Context: an optimization exercise on an open-source flow, tuned for small area. The choices shown serve that exercise and are no tape-out recipe. At most, simulation tests tie the RTL to the original design; equivalence was not proved.

==> cedar <==
## letc_backend_top
module letc_backend_top (
    input  wire logic        clk,
    input  wire logic        rst_n,
    input  wire logic        m2_valid,
    input  wire logic [1:0]  m2_rd_src,
    input  wire logic [4:0]  m2_rd_idx,
    input  wire logic        m2_rd_we,
    input  wire logic [31:0] m2_alu_result,
    input  wire logic [31:0] m2_mem_rdata,
    input  wire logic [31:0] m2_csr_old_val,
    input  wire logic [11:0] m2_csr_idx,
    input  wire logic        m2_csr_wen,
    input  wire logic [31:0] m2_csr_new_val,
    input  wire logic        m2_sim_exit_req,
    input  wire logic        stall,
    input  wire logic        flush,
    input  wire logic [4:0]  rs1_idx,
    input  wire logic [4:0]  rs2_idx,
    output logic [31:0]      rs1_val,
    output logic [31:0]      rs2_val,
    input  wire logic [11:0] csr_rd_idx,
    output logic [31:0]      csr_rd_val,
    output logic             exit_req
);
Settings: LEC_CHECK=0, CAP_MARGIN=5, CORE_MARGIN=2, CORE_UTILIZATION=55, SLEW_MARGIN=5; clock period 7.0 ns.
standard.sh (not shown) runs the stock make flow with config.mk's settings and CLKGATE_MAP_FILE= SYNTH_SCRIPT=/design/flow/synth_recipe.tcl, a recipe that flattens the netlist after the stock synthesis.
==> flow/flow/run.sh <==
#!/bin/bash
# own layout flow:
#  1. the read multiplexers of the register file are mapped by hand
#     (gen_rdmux.py), the rest goes through the standard synthesis script
#     with an area-oriented abc script; registers are untouched
#  2. the standard layout steps, with small port buffers and a lean clock tree
set -euo pipefail
W="$(cd "$(dirname "${BASH_SOURCE[0]}")/.." && pwd)"
cd "$W"

python3 "$W/flow/gen_rdmux.py" "$W/design.v" "$W/design_mapped.v" > "$W/gen_rdmux.log" 2>&1

export MY_ABC_SCRIPT="$W/flow/area.abc"
export FLOW_SYNTH_TCL="$W/synth_recipe.tcl"

make -C "$FLOW_HOME" DESIGN_CONFIG="$W/config.mk" WORK_HOME="$W/orfs" CLKGATE_MAP_FILE= \
  SYNTH_SCRIPT="$W/flow/synth.tcl" VERILOG_FILES="$W/design_mapped.v" synth > "$W/synth.log" 2>&1

if [[ -n "${MY_SYNTH_ONLY:-}" ]]; then exit 0; fi

bash "$W/standard.sh" \
  "BUFFER_PORTS_ARGS=-buffer_cell sky130_fd_sc_hd__buf_1" \
  "CTS_ARGS=-sink_clustering_enable -repair_clock_nets -dont_use_dummy_load -buf_list sky130_fd_sc_hd__clkbuf_16 -sink_clustering_size 28 -sink_clustering_max_diameter 90" \
  finish > "$W/layout.log" 2>&1
==> flow/flow/gen_rdmux.py <==
#!/usr/bin/env python3
"""Replace the body of letc_core_rf_rdmux in a design file with a hand-mapped
sky130hd netlist: per output bit, 16 o22ai (two one-hot terms each over
active-low select and data), 4 nor4 and a nand4. Same ports, same function.
usage: gen_rdmux.py IN.v OUT.v"""
import re
import sys

src = open(sys.argv[1]).read()
m = re.search(r"module\s+letc_core_rf_rdmux\b.*?endmodule", src, re.S)
if not m:
    sys.exit("letc_core_rf_rdmux not found")

L = ["module letc_core_rf_rdmux (sel_n, data_n, val);",
     "  input wire [31:0] sel_n;",
     "  input wire [1023:0] data_n;",
     "  output wire [31:0] val;"]
for b in range(32):
    L.append(f"  wire [15:0] p{b};")
    L.append(f"  wire [3:0] q{b};")
    for k in range(16):
        i, j = 2 * k, 2 * k + 1
        L.append(f"  sky130_fd_sc_hd__o22ai_1 o_{b}_{k} (.A1(sel_n[{i}]), .A2(data_n[{i*32+b}]), "
                 f".B1(sel_n[{j}]), .B2(data_n[{j*32+b}]), .Y(p{b}[{k}]));")
    for g in range(4):
        a, bb, c, d = (4 * g + x for x in range(4))
        L.append(f"  sky130_fd_sc_hd__nor4_1 r_{b}_{g} (.A(p{b}[{a}]), .B(p{b}[{bb}]), "
                 f".C(p{b}[{c}]), .D(p{b}[{d}]), .Y(q{b}[{g}]));")
    L.append(f"  sky130_fd_sc_hd__nand4_1 n_{b} (.A(q{b}[0]), .B(q{b}[1]), .C(q{b}[2]), "
             f".D(q{b}[3]), .Y(val[{b}]));")
L.append("endmodule")
out = src[:m.start()] + "\n".join(L) + src[m.end():]
open(sys.argv[2], "w").write(out)
Other scripts of this flow, unchanged in this note and not shown: flow/flow/area.abc, flow/flow/synth.tcl
==> pepper: changes against cedar <==
--- a/flow/design.v
+++ b/flow/design.v
@@ -65,11 +65,11 @@
     input  wire logic [31:0] m2_csr_new_val,
     input  wire logic        m2_sim_exit_req,
     output logic             commit,
     output logic             rd_wv,      
     output logic [4:0]       rd_idx,
-    output logic [31:0]      rd_val_n,   
+    output logic [31:0]      rd_val,
     output logic [3:0]       csr_wv,     
     output logic [31:0]      csr_wdata,
     output logic             exit_req
 );
     logic [31:0] rd_val_d;
@@ -98,11 +98,11 @@
         end
     end
     always_ff @(posedge clk) begin
         if (!stall) begin
             rd_idx    <= m2_rd_idx;
-            rd_val_n  <= ~rd_val_d;
+            rd_val    <= rd_val_d;
             csr_wdata <= m2_csr_new_val;
         end
     end
     assign commit = !stall && !flush;
 endmodule
@@ -111,59 +111,34 @@
 module letc_core_rf (
     input  wire logic        clk,
     input  wire logic        rst_n,
     input  wire logic        we,
     input  wire logic [4:0]  wr_idx,
-    input  wire logic [31:0] wr_val_n,
+    input  wire logic [31:0] wr_val,
     input  wire logic        ra_byp,
     input  wire logic        rb_byp,
     input  wire logic [4:0]  ra_idx,
     output logic [31:0]      ra_val,
     input  wire logic [4:0]  rb_idx,
     output logic [31:0]      rb_val
 );
-    logic [31:0][31:0] slot_n;
-    logic [31:0] ra_sel_n;
-    logic [31:0] rb_sel_n;
-    logic [31:0] wbus_n;
-    assign wbus_n = rst_n ? wr_val_n : 32'hffff_ffff;
-    assign slot_n[0] = wr_val_n;
+    logic [31:0] regs [31:1];
+    logic [31:0] wbus;
+    assign wbus = rst_n ? wr_val : 32'd0;
     for (genvar i = 1; i < 32; i++) begin : g_reg
         always_ff @(posedge clk) begin
             if (!rst_n || (we && wr_idx == i)) begin
-                slot_n[i] <= wbus_n;
+                regs[i] <= wbus;
             end
         end
     end
     always_comb begin
-        ra_sel_n[0] = !ra_byp;
-        rb_sel_n[0] = !rb_byp;
+        ra_val = ra_byp ? wr_val : 32'd0;
+        rb_val = rb_byp ? wr_val : 32'd0;
         for (int i = 1; i < 32; i++) begin
-            ra_sel_n[i] = !(!ra_byp && ra_idx == i);
-            rb_sel_n[i] = !(!rb_byp && rb_idx == i);
-        end
-    end
-    letc_core_rf_rdmux rdmux_a (
-        .sel_n  (ra_sel_n),
-        .data_n (slot_n),
-        .val    (ra_val)
-    );
-    letc_core_rf_rdmux rdmux_b (
-        .sel_n  (rb_sel_n),
-        .data_n (slot_n),
-        .val    (rb_val)
-    );
-endmodule
-module letc_core_rf_rdmux (
-    input  wire logic [31:0] sel_n,
-    input  wire logic [31:0][31:0] data_n,
-    output logic [31:0]      val
-);
-    always_comb begin
-        val = '0;
-        for (int i = 0; i < 32; i++) begin
-            val = val | ({32{!sel_n[i]}} & ~data_n[i]);
+            ra_val = ra_val | ({32{!ra_byp && ra_idx == i}} & regs[i]);
+            rb_val = rb_val | ({32{!rb_byp && rb_idx == i}} & regs[i]);
         end
     end
 endmodule
 `default_nettype wire
 `default_nettype none
@@ -241,11 +216,11 @@
     output logic             exit_req
 );
     logic        commit;
     logic        rd_wv;
     logic [4:0]  rd_idx;
-    logic [31:0] rd_val_n;
+    logic [31:0] rd_val;
     logic [3:0]  csr_wv;
     logic [31:0] csr_wdata;
     logic        rs1_hit;
     logic        rs2_hit;
     letc_core_stage_writeback stage_writeback (
@@ -265,11 +240,11 @@
         .m2_csr_new_val  (m2_csr_new_val),
         .m2_sim_exit_req (m2_sim_exit_req),
         .commit          (commit),
         .rd_wv           (rd_wv),
         .rd_idx          (rd_idx),
-        .rd_val_n        (rd_val_n),
+        .rd_val          (rd_val),
         .csr_wv          (csr_wv),
         .csr_wdata       (csr_wdata),
         .exit_req        (exit_req)
     );
     letc_core_forwarder forwarder (
@@ -283,11 +258,11 @@
     letc_core_rf rf (
         .clk    (clk),
         .rst_n  (rst_n),
         .we     (commit && rd_wv),
         .wr_idx (rd_idx),
-        .wr_val_n (rd_val_n),
+        .wr_val (rd_val),
         .ra_byp (rs1_hit),
         .rb_byp (rs2_hit),
         .ra_idx (rs1_idx),
         .ra_val (rs1_val),
         .rb_idx (rs2_idx),
==> flow/flow/run.sh (replaced) <==
#!/bin/bash
# own layout flow: standard synthesis with an area-oriented abc script, then
# the standard layout steps with small port buffers and a lean clock tree
set -euo pipefail
W="$(cd "$(dirname "${BASH_SOURCE[0]}")/.." && pwd)"
cd "$W"

export MY_ABC_SCRIPT="$W/flow/area.abc"
export FLOW_SYNTH_TCL="$W/synth_recipe.tcl"

make -C "$FLOW_HOME" DESIGN_CONFIG="$W/config.mk" WORK_HOME="$W/orfs" CLKGATE_MAP_FILE= \
  SYNTH_SCRIPT="$W/flow/synth.tcl" synth > "$W/synth.log" 2>&1

bash "$W/standard.sh" \
  "BUFFER_PORTS_ARGS=-buffer_cell sky130_fd_sc_hd__buf_1" \
  "CTS_ARGS=-sink_clustering_enable -repair_clock_nets -dont_use_dummy_load -buf_list sky130_fd_sc_hd__clkbuf_8 -sink_clustering_size 24" \
  finish > "$W/layout.log" 2>&1
==> flow/config.mk (replaced) <==
export PLATFORM = sky130hd
export DESIGN_NAME = letc_backend_top
export DESIGN_NICKNAME = letc_backend_top
export VERILOG_FILES = /design/flow/design.v
export SDC_FILE = /design/flow/constraint.sdc
export NUM_CORES = 4
export LEC_CHECK = 0
export CAP_MARGIN = 20
export CORE_MARGIN = 2
export CORE_UTILIZATION = 65
export SLEW_MARGIN = 20
removed: flow/flow/gen_rdmux.py
==> comparison table <==
| quantity | pepper | cedar |
|---|---|---|
| Share of the synthesized area in the top cell type | 0.734 | 0.757 |
| Result of the run | timing/DRC/antenna clean | timing/DRC/antenna clean |
| Largest clock skew in the final design | 81.8 ps | 70.2 ps |
| Buffers, non-clock | 453 | 463 |
| Tightest hold margin | 471 ps | 472 ps |
| Area of the placeable core | 0.0742 mm^2 | 0.0850 mm^2 |
| Fraction of the mapped netlist area in compound gates | 0.177 | 0.158 |
| Synth Instances | 3153 | 3089 |
| Worst Setup Slack, final | 456 ps | 361 ps |
| Clock latency on the worst-skew pair | 860 ps | 680 ps |
| Buffers & Inverters on Critical Path | 6 | 3 |
| Invs w/o clock | 112 | 66 |
| Synthesized-area fraction occupied by and/or/nand/nor cells | 0.0783 | 0.0766 |
Only the layout flow was run in cedar; the RTL was not checked for function there.

[re-timing with driven ports]
The results above use ideal ports. As a check the final layouts listed here were re-extracted and re-timed, cells and wires unchanged. Step 1 assumes that a clkbuf_16 drives the clock port and a buf_2 every other input. Step 2 adds t to the input delays and takes it off the output delays; t is the mean of the earliest and latest rising clock arrival at the registers after step 1. Input paths then give back, and output paths get back, about the clock's delay inside the block. Slacks: no drivers / after step 1 / after step 2; pairs: no drivers / after step 1.
run | t, ns | setup WS [ns] | hold WS [ns]
cedar | 0.717 | 0.361 / 0.342 / 0.342 | 0.472 / 0.472 / 0.472
pepper | 0.881 | 0.456 / 0.363 / 0.363 | 0.471 / 0.471 / 0.471
After both steps every run listed still meets setup and hold. The setup slack of pepper, which loses most, moves by -0.093 ns with the drivers and by -0.093 ns with both steps.
